Context: an optimization exercise on an open-source flow, tuned for small area. The choices shown serve that exercise and are no tape-out recipe. Only simulation tests tie the RTL to the original design; equivalence was not proved. Power figures rest on the tool's default switching activity, not on a simulated workload.

==> inputs of 07-19 <==
Design mips32_pipeline_cpu, start of the top module:
module mips32_pipeline_cpu (
   input  logic        clk,
   input  logic        reset,
   input  logic [31:0] imem_data,
   input  logic        imem_ready,
   output logic [31:0] imem_addr,
   input  logic [31:0] dmem_rdata,
   output logic        dmem_we,
   output logic [31:0] dmem_addr,
   output logic [31:0] dmem_wdata,
   output logic [31:0] cycle_count,
   output logic [31:0] inst_count,
   output logic [31:0] branch_predict_correct,
   output logic [31:0] branch_predict_total
);
   localparam logic [5:0] OP_R = 6'h00, OP_J = 6'h02, OP_JAL = 6'h03, OP_BEQ = 6'h04,
                          OP_BNE = 6'h05, OP_ADDI = 6'h08, OP_ADDIU = 6'h09, OP_SLTI = 6'h0A,
                          OP_SLTIU = 6'h0B, OP_ANDI = 6'h0C, OP_ORI = 6'h0D, OP_XORI = 6'h0E,
                          OP_LUI = 6'h0F, OP_LW = 6'h23, OP_SW = 6'h2B;
   localparam logic [3:0] ALU_ADD = 4'd0, ALU_SUB = 4'd1, ALU_AND = 4'd2, ALU_OR = 4'd3,
                          ALU_XOR = 4'd4, ALU_NOR = 4'd5, ALU_SLT = 4'd6, ALU_SLTU = 4'd7,
  ...
==> flow/config.mk <==
export PLATFORM = sky130hd
export DESIGN_NAME = mips32_pipeline_cpu
export DESIGN_NICKNAME = mips32_pipeline_cpu
export VERILOG_FILES = /design/flow/design.v
export SDC_FILE = /design/flow/constraint.sdc
export NUM_CORES = 4
export LEC_CHECK = 0
export CAP_MARGIN = 20
export CORE_MARGIN = 2
export CORE_UTILIZATION = 50
export SLEW_MARGIN = 20
export SYNTH_HIERARCHICAL = 1
export SYNTH_MINIMUM_KEEP_SIZE = 0
==> flow/constraint.sdc <==
create_clock -name core_clock -period 10.0 [get_ports {clk}]
set_input_delay 2.0000 -clock core_clock [delete_from_list [all_inputs] [get_ports {clk}]]
set_output_delay 2.0000 -clock core_clock [all_outputs]
set_load 0.01 [all_outputs]
standard.sh (not shown) runs the stock make flow with config.mk's settings and CLKGATE_MAP_FILE= SYNTH_SCRIPT=/design/flow/synth_recipe.tcl, a recipe that flattens the netlist after the stock synthesis.
==> flow/flow/run.sh <==
#!/bin/bash
# The standard layout (the standard.sh, synthesis unchanged) with two changes:
# port buffers are the smallest buffer, and the clock tree uses clkbuf_8 leaves in
# clusters of up to 14 sinks, without dummy loads.
# make's full output goes to flow_make.log; each ORFS step keeps its own log under orfs/logs/.
set -o pipefail
bash standard.sh \
   "BUFFER_PORTS_ARGS=-buffer_cell sky130_fd_sc_hd__buf_1" \
   "CTS_ARGS=-sink_clustering_enable -repair_clock_nets -buf_list sky130_fd_sc_hd__clkbuf_8 -sink_clustering_size 14 -sink_clustering_max_diameter 80 -dont_use_dummy_load" \
   finish > flow_make.log 2>&1
==> 01-16: changes against 07-19 <==
--- a/flow/design.v
+++ b/flow/design.v
@@ -27,16 +27,14 @@
    logic        ex_valid, ex_use_imm, ex_mem_read, ex_mem_write, ex_beq, ex_bne, ex_immhi;
    logic [3:0]  ex_op;
    logic [4:0]  ex_rs, ex_rt, ex_dest;
    logic [15:0] ex_imm;
    logic [31:2] ex_pc4;
-   logic        mem_valid, mem_read, mem_write, mem_ovr;
+   logic        mem_valid, mem_read, mem_write;
    logic [4:0]  mem_dest;
    logic [31:0] mem_result, mem_store;
    logic        wb_valid;
-   logic [4:0]  wb_dest;
-   logic [31:0] wb_wdata;
    logic [31:0] regs [1:31];
    logic [31:1] reg_ok;
    logic [31:0] cyc_q, inst_q, bp_ok_q, bp_tot_q;
    logic [5:0]  opc, fn;
    logic [4:0]  rs, rt, rd;
@@ -111,23 +109,24 @@
    logic [31:2] br_target;
    logic        eq, is_branch;
    logic [991:0] regs_flat;
    always_comb for (int i = 1; i < 32; i++) regs_flat[32*(i-1) +: 32] = regs[i];
    rf_port u_rs (.regs(regs_flat), .ok(reg_ok), .idx(ex_rs), .mem_dest(mem_dest),
-                 .mem_read(mem_read), .mem_result(mem_result), .wb_dest(wb_dest),
-                 .wb_wdata(wb_wdata), .q(fwd_rs));
+                 .mem_read(mem_read), .mem_result(mem_result), .q(fwd_rs));
    rf_port u_rt (.regs(regs_flat), .ok(reg_ok), .idx(ex_rt), .mem_dest(mem_dest),
-                 .mem_read(mem_read), .mem_result(mem_result), .wb_dest(wb_dest),
-                 .wb_wdata(wb_wdata), .q(fwd_rt));
+                 .mem_read(mem_read), .mem_result(mem_result), .q(fwd_rt));
    ex_alu u_alu (.a(fwd_rs), .rt_val(fwd_rt), .op(ex_op), .use_imm(ex_use_imm),
                  .imm(ex_imm), .immhi(ex_immhi), .pc4(ex_pc4), .y(alu), .eq(eq));
    br_add u_br (.pc4(ex_pc4), .imm(ex_imm), .immhi(ex_immhi), .y(br_target));
    assign is_branch    = ex_valid && (ex_beq || ex_bne);
    assign branch_taken = ex_valid && ((ex_beq && eq) || (ex_bne && !eq));
-   logic wb_we;
-   assign wb_we      = (wb_dest != 5'd0);
-   assign dmem_wdata = mem_ovr ? wb_wdata : mem_store;
+   logic [31:0] mem_wdata, store_d;
+   logic        mem_we;
+   assign mem_we     = (mem_dest != 5'd0);
+   assign mem_wdata  = mem_read ? dmem_rdata : mem_result;
+   assign store_d    = (mem_read && mem_we && mem_dest == ex_rt) ? dmem_rdata : fwd_rt;
+   assign dmem_wdata = mem_store;
    assign dmem_addr  = mem_result;
    assign dmem_we    = mem_valid && mem_write;
    logic [31:2] pc_d, pc_inc;
    logic        fetch;
    inc1 #(.W(30)) u_pc_inc (.a(pc_q), .y(pc_inc));
@@ -153,16 +152,14 @@
          ifid_valid <= 1'b0;
          ex_valid   <= 1'b0;
          mem_valid  <= 1'b0;
          mem_read   <= 1'b0;
          mem_write  <= 1'b0;
-         mem_ovr    <= 1'b0;
          mem_dest   <= 5'd0;
          mem_result <= 32'd0;
          mem_store  <= 32'd0;
          wb_valid   <= 1'b0;
-         wb_dest    <= 5'd0;
          reg_ok     <= '0;
          cyc_q      <= '0;
          inst_q     <= '0;
          bp_ok_q    <= '0;
          bp_tot_q   <= '0;
@@ -171,17 +168,15 @@
          ifid_valid <= fetch || load_use;
          ex_valid   <= id_go;
          mem_valid  <= ex_valid;
          mem_read   <= ex_mem_read;
          mem_write  <= ex_mem_write;
-         mem_ovr    <= (mem_dest != 5'd0) && (mem_dest == ex_rt);
          mem_dest   <= ex_dest;
          mem_result <= alu;
-         mem_store  <= fwd_rt;
+         mem_store  <= store_d;
          wb_valid   <= mem_valid;
-         wb_dest    <= mem_dest;
-         for (int i = 1; i < 32; i++) if (wb_we && wb_dest == 5'(i)) reg_ok[i] <= 1'b1;
+         for (int i = 1; i < 32; i++) if (mem_we && mem_dest == 5'(i)) reg_ok[i] <= 1'b1;
          cyc_q      <= cyc_d;
          inst_q     <= inst_d;
          bp_tot_q   <= bp_tot_d;
          bp_ok_q    <= bp_ok_d;
       end
@@ -198,12 +193,11 @@
       ex_rt        <= id_go ? rt : 5'd0;
       ex_dest      <= id_go ? d_dest : 5'd0;
       ex_imm       <= ifid_instr[15:0];
       ex_immhi     <= ifid_instr[15] && !d_zext;
       ex_pc4       <= pc_q;
-      wb_wdata     <= mem_read ? dmem_rdata : mem_result;
-      for (int i = 1; i < 32; i++) if (wb_we && wb_dest == 5'(i)) regs[i] <= wb_wdata;
+      for (int i = 1; i < 32; i++) if (mem_we && mem_dest == 5'(i)) regs[i] <= mem_wdata;
    end
    assign imem_addr              = {pc_q, 2'b00};
    assign cycle_count            = cyc_q;
    assign inst_count             = inst_q;
    assign branch_predict_correct = bp_ok_q;
@@ -213,27 +207,34 @@
    input  logic a1, a2, b1, b2, c1, c2,
    output logic y
 );
    assign y = ~((a1 & a2) | (b1 & b2) | (c1 & c2));
 endmodule
+module rf_aoi22 (
+   input  logic a1, a2, b1, b2,
+   output logic y
+);
+   assign y = ~((a1 & a2) | (b1 & b2));
+endmodule
 module rf_nand4 (
    input  logic a, b, c, d,
    output logic y
 );
    assign y = ~(a & b & c & d);
 endmodule
-module rf_mux33 (
-   input  logic [32:0] d,
-   input  logic [32:0] s,
+module rf_mux32 (
+   input  logic [31:0] d,
+   input  logic [31:0] s,
    output logic        y
 );
    logic [10:0] t;
    logic [2:0]  n;
-   for (genvar k = 0; k < 11; k++) begin : g_t
+   for (genvar k = 0; k < 10; k++) begin : g_t
       rf_aoi222 u (.a1(d[3*k]), .a2(s[3*k]), .b1(d[3*k+1]), .b2(s[3*k+1]),
                    .c1(d[3*k+2]), .c2(s[3*k+2]), .y(t[k]));
    end
+   rf_aoi22 u_t10 (.a1(d[30]), .a2(s[30]), .b1(d[31]), .b2(s[31]), .y(t[10]));
    rf_nand4 u_n0 (.a(t[0]), .b(t[1]), .c(t[2]), .d(t[3]), .y(n[0]));
    rf_nand4 u_n1 (.a(t[4]), .b(t[5]), .c(t[6]), .d(t[7]), .y(n[1]));
    assign n[2] = ~(t[8] & t[9] & t[10]);
    assign y = |n;
 endmodule
@@ -242,31 +243,26 @@
    input  logic [31:1]  ok,
    input  logic [4:0]   idx,
    input  logic [4:0]   mem_dest,
    input  logic         mem_read,
    input  logic [31:0]  mem_result,
-   input  logic [4:0]   wb_dest,
-   input  logic [31:0]  wb_wdata,
    output logic [31:0]  q
 );
-   logic [32:0] s;
-   logic        f_mem, f_wb;
+   logic [31:0] s;
+   logic        f_mem;
    always_comb begin
       f_mem = (mem_dest != 5'd0) && !mem_read && (mem_dest == idx);
-      f_wb  = (wb_dest != 5'd0) && (wb_dest == idx);
       s[0]  = f_mem;
-      s[32] = f_wb && !f_mem;
-      for (int i = 1; i < 32; i++) s[i] = ok[i] && (idx == 5'(i)) && !f_mem && !f_wb;
+      for (int i = 1; i < 32; i++) s[i] = ok[i] && (idx == 5'(i)) && !f_mem;
    end
    for (genvar b = 0; b < 32; b++) begin : g_bit
-      logic [32:0] d;
-      assign d[0]  = mem_result[b];
-      assign d[32] = wb_wdata[b];
+      logic [31:0] d;
+      assign d[0] = mem_result[b];
       for (genvar k = 1; k < 32; k++) begin : g_d
          assign d[k] = regs[32*(k-1) + b];
       end
-      rf_mux33 u (.d(d), .s(s), .y(q[b]));
+      rf_mux32 u (.d(d), .s(s), .y(q[b]));
    end
 endmodule
 module lcu_bk #(
    parameter int W = 32
 ) (
==> flow/flow/run.sh (replaced) <==
#!/bin/bash
# The standard layout (the standard.sh, synthesis unchanged) with two changes:
# port buffers are the smallest buffer, and the clock tree uses clkbuf_8 leaves in
# clusters of up to 14 sinks, without dummy loads.
# make's full output goes to flow_make.log; each ORFS step keeps its own log under orfs/logs/.
set -o pipefail
bash standard.sh \
   "BUFFER_PORTS_ARGS=-buffer_cell sky130_fd_sc_hd__buf_1" \
   "CTS_ARGS=-sink_clustering_enable -repair_clock_nets -buf_list sky130_fd_sc_hd__clkbuf_8 -sink_clustering_size 16 -sink_clustering_max_diameter 80 -dont_use_dummy_load" \
   finish > flow_make.log 2>&1
CAP_MARGIN = 5   (was 20)
CORE_UTILIZATION = 55   (was 50)
SLEW_MARGIN = 5   (was 20)
==> qor summary <==
                                                                            07-19                    01-16
Run status                                                complete, no violations  complete, no violations
Die Span Y                                                               355.3 um                 337.1 um
Non-clock buffering overhead in the final layout                           3.421%                   3.100%
Combinational power share                                                   17.8%                    16.9%
Max VDD drop                                                            0.1646 mV                0.1256 mV
Launch instance of the worst min-delay path                  ex_mem_write$_DFF_P_  ifid_instr[9]$_DFFE_PN_
Layout sequential cell count                                                 1403                     1365
Met2 WL post-DR                                                          97.51 mm                 95.33 mm
Summed area of non-filler cells in the final layout                   0.06762 mm2              0.06623 mm2
Crit path time final                                                      8186 ps                  7979 ps
Global-route met2 utilization                                              50.47%                   55.53%
Clock network contribution to total cell area                              2.259%                   2.016%
Final critical-path setup slack                                           1814 ps                  2021 ps
Violation count after the first detailed-route iteration                   11.69k                   10.21k
Worst Clk Skew                                                           103.2 ps                 125.4 ps
Post-detail-place hpwl                                                   140.4 mm                 136.6 mm
Overall global routing resource usage                                      35.13%                   37.38%
Pin count of the biggest net entering global routing                          118                       83
Sum of internal, switching and leakage power                             12.34 mW                 11.56 mW
Worst Hold Endpoint                                           mem_write$_DFF_PP0_        ex_imm[9]$_DFF_P_
Multi-In Gates                                                               2500                     2509
Design internal power                                                    8.579 mW                 8.150 mW
Sum of routed wire segments on met1                                      85.37 mm                 81.47 mm


==> build 35 <==
Starting RTL as in the previous note.
clock: 10.0 ns
lec_check: 0
cap_margin: 20
core_margin: 2
core_utilization: 50
slew_margin: 20
synth_hierarchical: 1
synth_minimum_keep_size: 0
==> flow/flow/run.sh <==
#!/bin/bash
# The standard layout (the standard.sh, synthesis unchanged) with three changes:
# port buffers are the smallest buffer, the clock tree uses clkbuf_8 without dummy loads,
# and cells off the critical paths are downsized after global routing.
# make's full output goes to flow_make.log; each ORFS step keeps its own log under orfs/logs/.
set -o pipefail
bash standard.sh \
   "BUFFER_PORTS_ARGS=-buffer_cell sky130_fd_sc_hd__buf_1" \
   "CTS_ARGS=-sink_clustering_enable -repair_clock_nets -buf_list sky130_fd_sc_hd__clkbuf_8 -sink_clustering_size 20 -dont_use_dummy_load" \
   "RECOVER_POWER=100" \
   finish > flow_make.log 2>&1
==> trial 68: changes against build 35 <==
--- a/flow/design.v
+++ b/flow/design.v
@@ -26,18 +26,16 @@
    logic [31:0] ifid_instr;
    logic        ex_valid, ex_use_imm, ex_mem_read, ex_mem_write, ex_beq, ex_bne, ex_immhi;
    logic [3:0]  ex_op;
    logic [4:0]  ex_rs, ex_rt, ex_dest;
    logic [15:0] ex_imm;
    logic [31:2] ex_pc4;
-   logic        mem_valid, mem_read, mem_write, mem_ovr;
+   logic        mem_valid, mem_read, mem_write;
    logic [4:0]  mem_dest;
    logic [31:0] mem_result, mem_store;
    logic        wb_valid;
-   logic [4:0]  wb_dest;
-   logic [31:0] wb_wdata;
    logic [31:0] regs [1:31];
    logic [31:1] reg_ok;
    logic [31:0] cyc_q, inst_q, bp_ok_q, bp_tot_q;
    logic [5:0]  opc, fn;
    logic [4:0]  rs, rt, rd;
    logic        uses_rs, uses_rt, jump, load_use, branch_taken;
@@ -110,25 +108,26 @@
    logic [31:0] fwd_rs, fwd_rt, alu;
    logic [31:2] br_target;
    logic        eq, is_branch;
    logic [991:0] regs_flat;
    always_comb for (int i = 1; i < 32; i++) regs_flat[32*(i-1) +: 32] = regs[i];
    rf_port u_rs (.regs(regs_flat), .ok(reg_ok), .idx(ex_rs), .mem_dest(mem_dest),
-                 .mem_read(mem_read), .mem_result(mem_result), .wb_dest(wb_dest),
-                 .wb_wdata(wb_wdata), .q(fwd_rs));
+                 .mem_read(mem_read), .mem_result(mem_result), .q(fwd_rs));
    rf_port u_rt (.regs(regs_flat), .ok(reg_ok), .idx(ex_rt), .mem_dest(mem_dest),
-                 .mem_read(mem_read), .mem_result(mem_result), .wb_dest(wb_dest),
-                 .wb_wdata(wb_wdata), .q(fwd_rt));
+                 .mem_read(mem_read), .mem_result(mem_result), .q(fwd_rt));
    ex_alu u_alu (.a(fwd_rs), .rt_val(fwd_rt), .op(ex_op), .use_imm(ex_use_imm),
                  .imm(ex_imm), .immhi(ex_immhi), .pc4(ex_pc4), .y(alu), .eq(eq));
    br_add u_br (.pc4(ex_pc4), .imm(ex_imm), .immhi(ex_immhi), .y(br_target));
    assign is_branch    = ex_valid && (ex_beq || ex_bne);
    assign branch_taken = ex_valid && ((ex_beq && eq) || (ex_bne && !eq));
-   logic wb_we;
-   assign wb_we      = (wb_dest != 5'd0);
-   assign dmem_wdata = mem_ovr ? wb_wdata : mem_store;
+   logic [31:0] mem_wdata, store_d;
+   logic        mem_we;
+   assign mem_we     = (mem_dest != 5'd0);
+   assign mem_wdata  = mem_read ? dmem_rdata : mem_result;
+   assign store_d    = (mem_read && mem_we && mem_dest == ex_rt) ? dmem_rdata : fwd_rt;
+   assign dmem_wdata = mem_store;
    assign dmem_addr  = mem_result;
    assign dmem_we    = mem_valid && mem_write;
    logic [31:2] pc_d, pc_inc;
    logic        fetch;
    inc1 #(.W(30)) u_pc_inc (.a(pc_q), .y(pc_inc));
    always_comb begin
@@ -152,37 +151,33 @@
          pc_q       <= '0;
          ifid_valid <= 1'b0;
          ex_valid   <= 1'b0;
          mem_valid  <= 1'b0;
          mem_read   <= 1'b0;
          mem_write  <= 1'b0;
-         mem_ovr    <= 1'b0;
          mem_dest   <= 5'd0;
          mem_result <= 32'd0;
          mem_store  <= 32'd0;
          wb_valid   <= 1'b0;
-         wb_dest    <= 5'd0;
          reg_ok     <= '0;
          cyc_q      <= '0;
          inst_q     <= '0;
          bp_ok_q    <= '0;
          bp_tot_q   <= '0;
       end else begin
          pc_q       <= pc_d;
          ifid_valid <= fetch || load_use;
          ex_valid   <= id_go;
          mem_valid  <= ex_valid;
          mem_read   <= ex_mem_read;
          mem_write  <= ex_mem_write;
-         mem_ovr    <= (mem_dest != 5'd0) && (mem_dest == ex_rt);
          mem_dest   <= ex_dest;
          mem_result <= alu;
-         mem_store  <= fwd_rt;
+         mem_store  <= store_d;
          wb_valid   <= mem_valid;
-         wb_dest    <= mem_dest;
-         for (int i = 1; i < 32; i++) if (wb_we && wb_dest == 5'(i)) reg_ok[i] <= 1'b1;
+         for (int i = 1; i < 32; i++) if (mem_we && mem_dest == 5'(i)) reg_ok[i] <= 1'b1;
          cyc_q      <= cyc_d;
          inst_q     <= inst_d;
          bp_tot_q   <= bp_tot_d;
          bp_ok_q    <= bp_ok_d;
       end
    end
@@ -197,14 +192,13 @@
       ex_rs        <= id_go ? rs : 5'd0;
       ex_rt        <= id_go ? rt : 5'd0;
       ex_dest      <= id_go ? d_dest : 5'd0;
       ex_imm       <= ifid_instr[15:0];
       ex_immhi     <= ifid_instr[15] && !d_zext;
       ex_pc4       <= pc_q;
-      wb_wdata     <= mem_read ? dmem_rdata : mem_result;
-      for (int i = 1; i < 32; i++) if (wb_we && wb_dest == 5'(i)) regs[i] <= wb_wdata;
+      for (int i = 1; i < 32; i++) if (mem_we && mem_dest == 5'(i)) regs[i] <= mem_wdata;
    end
    assign imem_addr              = {pc_q, 2'b00};
    assign cycle_count            = cyc_q;
    assign inst_count             = inst_q;
    assign branch_predict_correct = bp_ok_q;
    assign branch_predict_total   = bp_tot_q;
@@ -212,62 +206,64 @@
 module rf_aoi222 (
    input  logic a1, a2, b1, b2, c1, c2,
    output logic y
 );
    assign y = ~((a1 & a2) | (b1 & b2) | (c1 & c2));
 endmodule
+module rf_aoi22 (
+   input  logic a1, a2, b1, b2,
+   output logic y
+);
+   assign y = ~((a1 & a2) | (b1 & b2));
+endmodule
 module rf_nand4 (
    input  logic a, b, c, d,
    output logic y
 );
    assign y = ~(a & b & c & d);
 endmodule
-module rf_mux33 (
-   input  logic [32:0] d,
-   input  logic [32:0] s,
+module rf_mux32 (
+   input  logic [31:0] d,
+   input  logic [31:0] s,
    output logic        y
 );
    logic [10:0] t;
    logic [2:0]  n;
-   for (genvar k = 0; k < 11; k++) begin : g_t
+   for (genvar k = 0; k < 10; k++) begin : g_t
       rf_aoi222 u (.a1(d[3*k]), .a2(s[3*k]), .b1(d[3*k+1]), .b2(s[3*k+1]),
                    .c1(d[3*k+2]), .c2(s[3*k+2]), .y(t[k]));
    end
+   rf_aoi22 u_t10 (.a1(d[30]), .a2(s[30]), .b1(d[31]), .b2(s[31]), .y(t[10]));
    rf_nand4 u_n0 (.a(t[0]), .b(t[1]), .c(t[2]), .d(t[3]), .y(n[0]));
    rf_nand4 u_n1 (.a(t[4]), .b(t[5]), .c(t[6]), .d(t[7]), .y(n[1]));
    assign n[2] = ~(t[8] & t[9] & t[10]);
    assign y = |n;
 endmodule
 module rf_port (
    input  logic [991:0] regs,
    input  logic [31:1]  ok,
    input  logic [4:0]   idx,
    input  logic [4:0]   mem_dest,
    input  logic         mem_read,
    input  logic [31:0]  mem_result,
-   input  logic [4:0]   wb_dest,
-   input  logic [31:0]  wb_wdata,
    output logic [31:0]  q
 );
-   logic [32:0] s;
-   logic        f_mem, f_wb;
+   logic [31:0] s;
+   logic        f_mem;
    always_comb begin
       f_mem = (mem_dest != 5'd0) && !mem_read && (mem_dest == idx);
-      f_wb  = (wb_dest != 5'd0) && (wb_dest == idx);
       s[0]  = f_mem;
-      s[32] = f_wb && !f_mem;
-      for (int i = 1; i < 32; i++) s[i] = ok[i] && (idx == 5'(i)) && !f_mem && !f_wb;
+      for (int i = 1; i < 32; i++) s[i] = ok[i] && (idx == 5'(i)) && !f_mem;
    end
    for (genvar b = 0; b < 32; b++) begin : g_bit
-      logic [32:0] d;
-      assign d[0]  = mem_result[b];
-      assign d[32] = wb_wdata[b];
+      logic [31:0] d;
+      assign d[0] = mem_result[b];
       for (genvar k = 1; k < 32; k++) begin : g_d
          assign d[k] = regs[32*(k-1) + b];
       end
-      rf_mux33 u (.d(d), .s(s), .y(q[b]));
+      rf_mux32 u (.d(d), .s(s), .y(q[b]));
    end
 endmodule
 module lcu_bk #(
    parameter int W = 32
 ) (
    input  logic [W-1:0] p,
==> flow/flow/run.sh (replaced) <==
#!/bin/bash
# The standard layout (the standard.sh, synthesis unchanged) with two changes:
# port buffers are the smallest buffer, and the clock tree uses clkbuf_8 leaves in
# clusters of up to 14 sinks, without dummy loads.
# make's full output goes to flow_make.log; each ORFS step keeps its own log under orfs/logs/.
set -o pipefail
bash standard.sh \
   "BUFFER_PORTS_ARGS=-buffer_cell sky130_fd_sc_hd__buf_1" \
   "CTS_ARGS=-sink_clustering_enable -repair_clock_nets -buf_list sky130_fd_sc_hd__clkbuf_8 -sink_clustering_size 14 -sink_clustering_max_diameter 80 -dont_use_dummy_load" \
   finish > flow_make.log 2>&1
==> trial 89: changes against build 35 <==
==> flow/run.sh (new file) <==
#!/bin/bash
# synth_recipe.tcl (not shown) runs the flow's synth.tcl, then flattens the netlist and writes it again
# the make line also repeats each setting of config.mk as NAME=value (left out here)
make -C /OpenROAD-flow-scripts/flow DESIGN_CONFIG=/design/flow/config.mk WORK_HOME=/design/flow/orfs CLKGATE_MAP_FILE= SYNTH_SCRIPT=/design/flow/synth_recipe.tcl finish
Settings changed: CTS_BUF_LIST set to sky130_fd_sc_hd__clkbuf_8, CTS_CLUSTER_DIAMETER set to 80, CTS_CLUSTER_SIZE set to 14.
removed: flow/flow/run.sh
removed: flow/standard.sh
==> trial 98: changes against build 35 <==
--- a/flow/design.v
+++ b/flow/design.v
@@ -26,18 +26,16 @@
    logic [31:0] ifid_instr;
    logic        ex_valid, ex_use_imm, ex_mem_read, ex_mem_write, ex_beq, ex_bne, ex_immhi;
    logic [3:0]  ex_op;
    logic [4:0]  ex_rs, ex_rt, ex_dest;
    logic [15:0] ex_imm;
    logic [31:2] ex_pc4;
-   logic        mem_valid, mem_read, mem_write, mem_ovr;
+   logic        mem_valid, mem_read, mem_write;
    logic [4:0]  mem_dest;
    logic [31:0] mem_result, mem_store;
    logic        wb_valid;
-   logic [4:0]  wb_dest;
-   logic [31:0] wb_wdata;
    logic [31:0] regs [1:31];
    logic [31:1] reg_ok;
    logic [31:0] cyc_q, inst_q, bp_ok_q, bp_tot_q;
    logic [5:0]  opc, fn;
    logic [4:0]  rs, rt, rd;
    logic        uses_rs, uses_rt, jump, load_use, branch_taken;
@@ -110,25 +108,26 @@
    logic [31:0] fwd_rs, fwd_rt, alu;
    logic [31:2] br_target;
    logic        eq, is_branch;
    logic [991:0] regs_flat;
    always_comb for (int i = 1; i < 32; i++) regs_flat[32*(i-1) +: 32] = regs[i];
    rf_port u_rs (.regs(regs_flat), .ok(reg_ok), .idx(ex_rs), .mem_dest(mem_dest),
-                 .mem_read(mem_read), .mem_result(mem_result), .wb_dest(wb_dest),
-                 .wb_wdata(wb_wdata), .q(fwd_rs));
+                 .mem_read(mem_read), .mem_result(mem_result), .q(fwd_rs));
    rf_port u_rt (.regs(regs_flat), .ok(reg_ok), .idx(ex_rt), .mem_dest(mem_dest),
-                 .mem_read(mem_read), .mem_result(mem_result), .wb_dest(wb_dest),
-                 .wb_wdata(wb_wdata), .q(fwd_rt));
+                 .mem_read(mem_read), .mem_result(mem_result), .q(fwd_rt));
    ex_alu u_alu (.a(fwd_rs), .rt_val(fwd_rt), .op(ex_op), .use_imm(ex_use_imm),
                  .imm(ex_imm), .immhi(ex_immhi), .pc4(ex_pc4), .y(alu), .eq(eq));
    br_add u_br (.pc4(ex_pc4), .imm(ex_imm), .immhi(ex_immhi), .y(br_target));
    assign is_branch    = ex_valid && (ex_beq || ex_bne);
    assign branch_taken = ex_valid && ((ex_beq && eq) || (ex_bne && !eq));
-   logic wb_we;
-   assign wb_we      = (wb_dest != 5'd0);
-   assign dmem_wdata = mem_ovr ? wb_wdata : mem_store;
+   logic [31:0] mem_wdata, store_d;
+   logic        mem_we;
+   assign mem_we     = (mem_dest != 5'd0);
+   assign mem_wdata  = mem_read ? dmem_rdata : mem_result;
+   assign store_d    = (mem_read && mem_we && mem_dest == ex_rt) ? dmem_rdata : fwd_rt;
+   assign dmem_wdata = mem_store;
    assign dmem_addr  = mem_result;
    assign dmem_we    = mem_valid && mem_write;
    logic [31:2] pc_d, pc_inc;
    logic        fetch;
    inc1 #(.W(30)) u_pc_inc (.a(pc_q), .y(pc_inc));
    always_comb begin
@@ -152,37 +151,33 @@
          pc_q       <= '0;
          ifid_valid <= 1'b0;
          ex_valid   <= 1'b0;
          mem_valid  <= 1'b0;
          mem_read   <= 1'b0;
          mem_write  <= 1'b0;
-         mem_ovr    <= 1'b0;
          mem_dest   <= 5'd0;
          mem_result <= 32'd0;
          mem_store  <= 32'd0;
          wb_valid   <= 1'b0;
-         wb_dest    <= 5'd0;
          reg_ok     <= '0;
          cyc_q      <= '0;
          inst_q     <= '0;
          bp_ok_q    <= '0;
          bp_tot_q   <= '0;
       end else begin
          pc_q       <= pc_d;
          ifid_valid <= fetch || load_use;
          ex_valid   <= id_go;
          mem_valid  <= ex_valid;
          mem_read   <= ex_mem_read;
          mem_write  <= ex_mem_write;
-         mem_ovr    <= (mem_dest != 5'd0) && (mem_dest == ex_rt);
          mem_dest   <= ex_dest;
          mem_result <= alu;
-         mem_store  <= fwd_rt;
+         mem_store  <= store_d;
          wb_valid   <= mem_valid;
-         wb_dest    <= mem_dest;
-         for (int i = 1; i < 32; i++) if (wb_we && wb_dest == 5'(i)) reg_ok[i] <= 1'b1;
+         for (int i = 1; i < 32; i++) if (mem_we && mem_dest == 5'(i)) reg_ok[i] <= 1'b1;
          cyc_q      <= cyc_d;
          inst_q     <= inst_d;
          bp_tot_q   <= bp_tot_d;
          bp_ok_q    <= bp_ok_d;
       end
    end
@@ -197,14 +192,13 @@
       ex_rs        <= id_go ? rs : 5'd0;
       ex_rt        <= id_go ? rt : 5'd0;
       ex_dest      <= id_go ? d_dest : 5'd0;
       ex_imm       <= ifid_instr[15:0];
       ex_immhi     <= ifid_instr[15] && !d_zext;
       ex_pc4       <= pc_q;
-      wb_wdata     <= mem_read ? dmem_rdata : mem_result;
-      for (int i = 1; i < 32; i++) if (wb_we && wb_dest == 5'(i)) regs[i] <= wb_wdata;
+      for (int i = 1; i < 32; i++) if (mem_we && mem_dest == 5'(i)) regs[i] <= mem_wdata;
    end
    assign imem_addr              = {pc_q, 2'b00};
    assign cycle_count            = cyc_q;
    assign inst_count             = inst_q;
    assign branch_predict_correct = bp_ok_q;
    assign branch_predict_total   = bp_tot_q;
@@ -212,62 +206,64 @@
 module rf_aoi222 (
    input  logic a1, a2, b1, b2, c1, c2,
    output logic y
 );
    assign y = ~((a1 & a2) | (b1 & b2) | (c1 & c2));
 endmodule
+module rf_aoi22 (
+   input  logic a1, a2, b1, b2,
+   output logic y
+);
+   assign y = ~((a1 & a2) | (b1 & b2));
+endmodule
 module rf_nand4 (
    input  logic a, b, c, d,
    output logic y
 );
    assign y = ~(a & b & c & d);
 endmodule
-module rf_mux33 (
-   input  logic [32:0] d,
-   input  logic [32:0] s,
+module rf_mux32 (
+   input  logic [31:0] d,
+   input  logic [31:0] s,
    output logic        y
 );
    logic [10:0] t;
    logic [2:0]  n;
-   for (genvar k = 0; k < 11; k++) begin : g_t
+   for (genvar k = 0; k < 10; k++) begin : g_t
       rf_aoi222 u (.a1(d[3*k]), .a2(s[3*k]), .b1(d[3*k+1]), .b2(s[3*k+1]),
                    .c1(d[3*k+2]), .c2(s[3*k+2]), .y(t[k]));
    end
+   rf_aoi22 u_t10 (.a1(d[30]), .a2(s[30]), .b1(d[31]), .b2(s[31]), .y(t[10]));
    rf_nand4 u_n0 (.a(t[0]), .b(t[1]), .c(t[2]), .d(t[3]), .y(n[0]));
    rf_nand4 u_n1 (.a(t[4]), .b(t[5]), .c(t[6]), .d(t[7]), .y(n[1]));
    assign n[2] = ~(t[8] & t[9] & t[10]);
    assign y = |n;
 endmodule
 module rf_port (
    input  logic [991:0] regs,
    input  logic [31:1]  ok,
    input  logic [4:0]   idx,
    input  logic [4:0]   mem_dest,
    input  logic         mem_read,
    input  logic [31:0]  mem_result,
-   input  logic [4:0]   wb_dest,
-   input  logic [31:0]  wb_wdata,
    output logic [31:0]  q
 );
-   logic [32:0] s;
-   logic        f_mem, f_wb;
+   logic [31:0] s;
+   logic        f_mem;
    always_comb begin
       f_mem = (mem_dest != 5'd0) && !mem_read && (mem_dest == idx);
-      f_wb  = (wb_dest != 5'd0) && (wb_dest == idx);
       s[0]  = f_mem;
-      s[32] = f_wb && !f_mem;
-      for (int i = 1; i < 32; i++) s[i] = ok[i] && (idx == 5'(i)) && !f_mem && !f_wb;
+      for (int i = 1; i < 32; i++) s[i] = ok[i] && (idx == 5'(i)) && !f_mem;
    end
    for (genvar b = 0; b < 32; b++) begin : g_bit
-      logic [32:0] d;
-      assign d[0]  = mem_result[b];
-      assign d[32] = wb_wdata[b];
+      logic [31:0] d;
+      assign d[0] = mem_result[b];
       for (genvar k = 1; k < 32; k++) begin : g_d
          assign d[k] = regs[32*(k-1) + b];
       end
-      rf_mux33 u (.d(d), .s(s), .y(q[b]));
+      rf_mux32 u (.d(d), .s(s), .y(q[b]));
    end
 endmodule
 module lcu_bk #(
    parameter int W = 32
 ) (
    input  logic [W-1:0] p,
==> flow/flow/run.sh (replaced) <==
#!/bin/bash
# The standard layout (the standard.sh, synthesis unchanged) with two changes:
# port buffers are the smallest buffer, and the clock tree uses clkbuf_8 leaves in
# clusters of up to 16 sinks, without dummy loads.
# make's full output goes to flow_make.log; each ORFS step keeps its own log under orfs/logs/.
set -o pipefail
bash standard.sh \
   "BUFFER_PORTS_ARGS=-buffer_cell sky130_fd_sc_hd__buf_1" \
   "CTS_ARGS=-sink_clustering_enable -repair_clock_nets -buf_list sky130_fd_sc_hd__clkbuf_8 -sink_clustering_size 16 -sink_clustering_max_diameter 80 -dont_use_dummy_load" \
   finish > flow_make.log 2>&1
Settings changed: CAP_MARGIN 20 to 5, PLACE_DENSITY set to 0.75, SLEW_MARGIN 20 to 5.
==> summary.txt <==
Combinational power: trial 68 is smaller than build 35 (about 8%).
The lowest first-iteration DRC count belongs to trial 68, the highest to trial 98.
Maximum frequency: trial 98 is higher than trial 68 (about 7.5%).
Between trial 98 and trial 89, the lower non-clock buffer count is in trial 98 (gap 36).
In trial 68 the sequential power is smaller than in trial 89, by about 4%.
Register-to-register slack: build 35 < trial 68 < trial 89 < trial 98.
Build 35 finished with capacitance limit, slew limit left. Trial 68 went through all stages and came out clean. Trial 89 produced a clean layout. Trial 98 finished clean.
Count of clock-buffer cells in the layout, highest first: build 35, trial 89, trial 68, trial 98.
Of trial 68 and trial 98, trial 68 has the higher cell count (gap about 0.35%, measured against trial 98).

[separate check: timing with driven ports]
The flow's constraints put no driver on any port. The routed layouts listed below were extracted and timed again, unchanged, in two steps.
Step 1 (the two cells are an assumption about what drives the block):
set clk [get_ports {clk}]
set_driving_cell -lib_cell sky130_fd_sc_hd__clkbuf_16 $clk
set_driving_cell -lib_cell sky130_fd_sc_hd__buf_2 [delete_from_list [all_inputs] $clk]
Step 2 times the ports against the registers' clock, not the clock port: input delays grow and output delays shrink by t, the midpoint of the rising clock arrivals with the driver on.
a / b / c = ideal ports / drivers / drivers and shift; a / b = the first two.
run	t, ns	setup WS [ns]	worst setup path after step 2	clock arrival spread, ns
07-19	0.876	1.814 / 1.814 / 1.814	register to register	0.103 / 0.104
01-16	0.836	2.021 / 2.021 / 2.021	register to register	0.135 / 0.135
build 35	0.977	1.123 / 1.123 / 1.123	register to register	0.117 / 0.118
trial 68	0.861	1.395 / 1.395 / 1.395	register to register	0.122 / 0.122
trial 89	0.895	1.706 / 1.706 / 1.706	register to register	0.061 / 0.061
trial 98	0.873	1.999 / 1.999 / 1.999	register to register	0.153 / 0.153
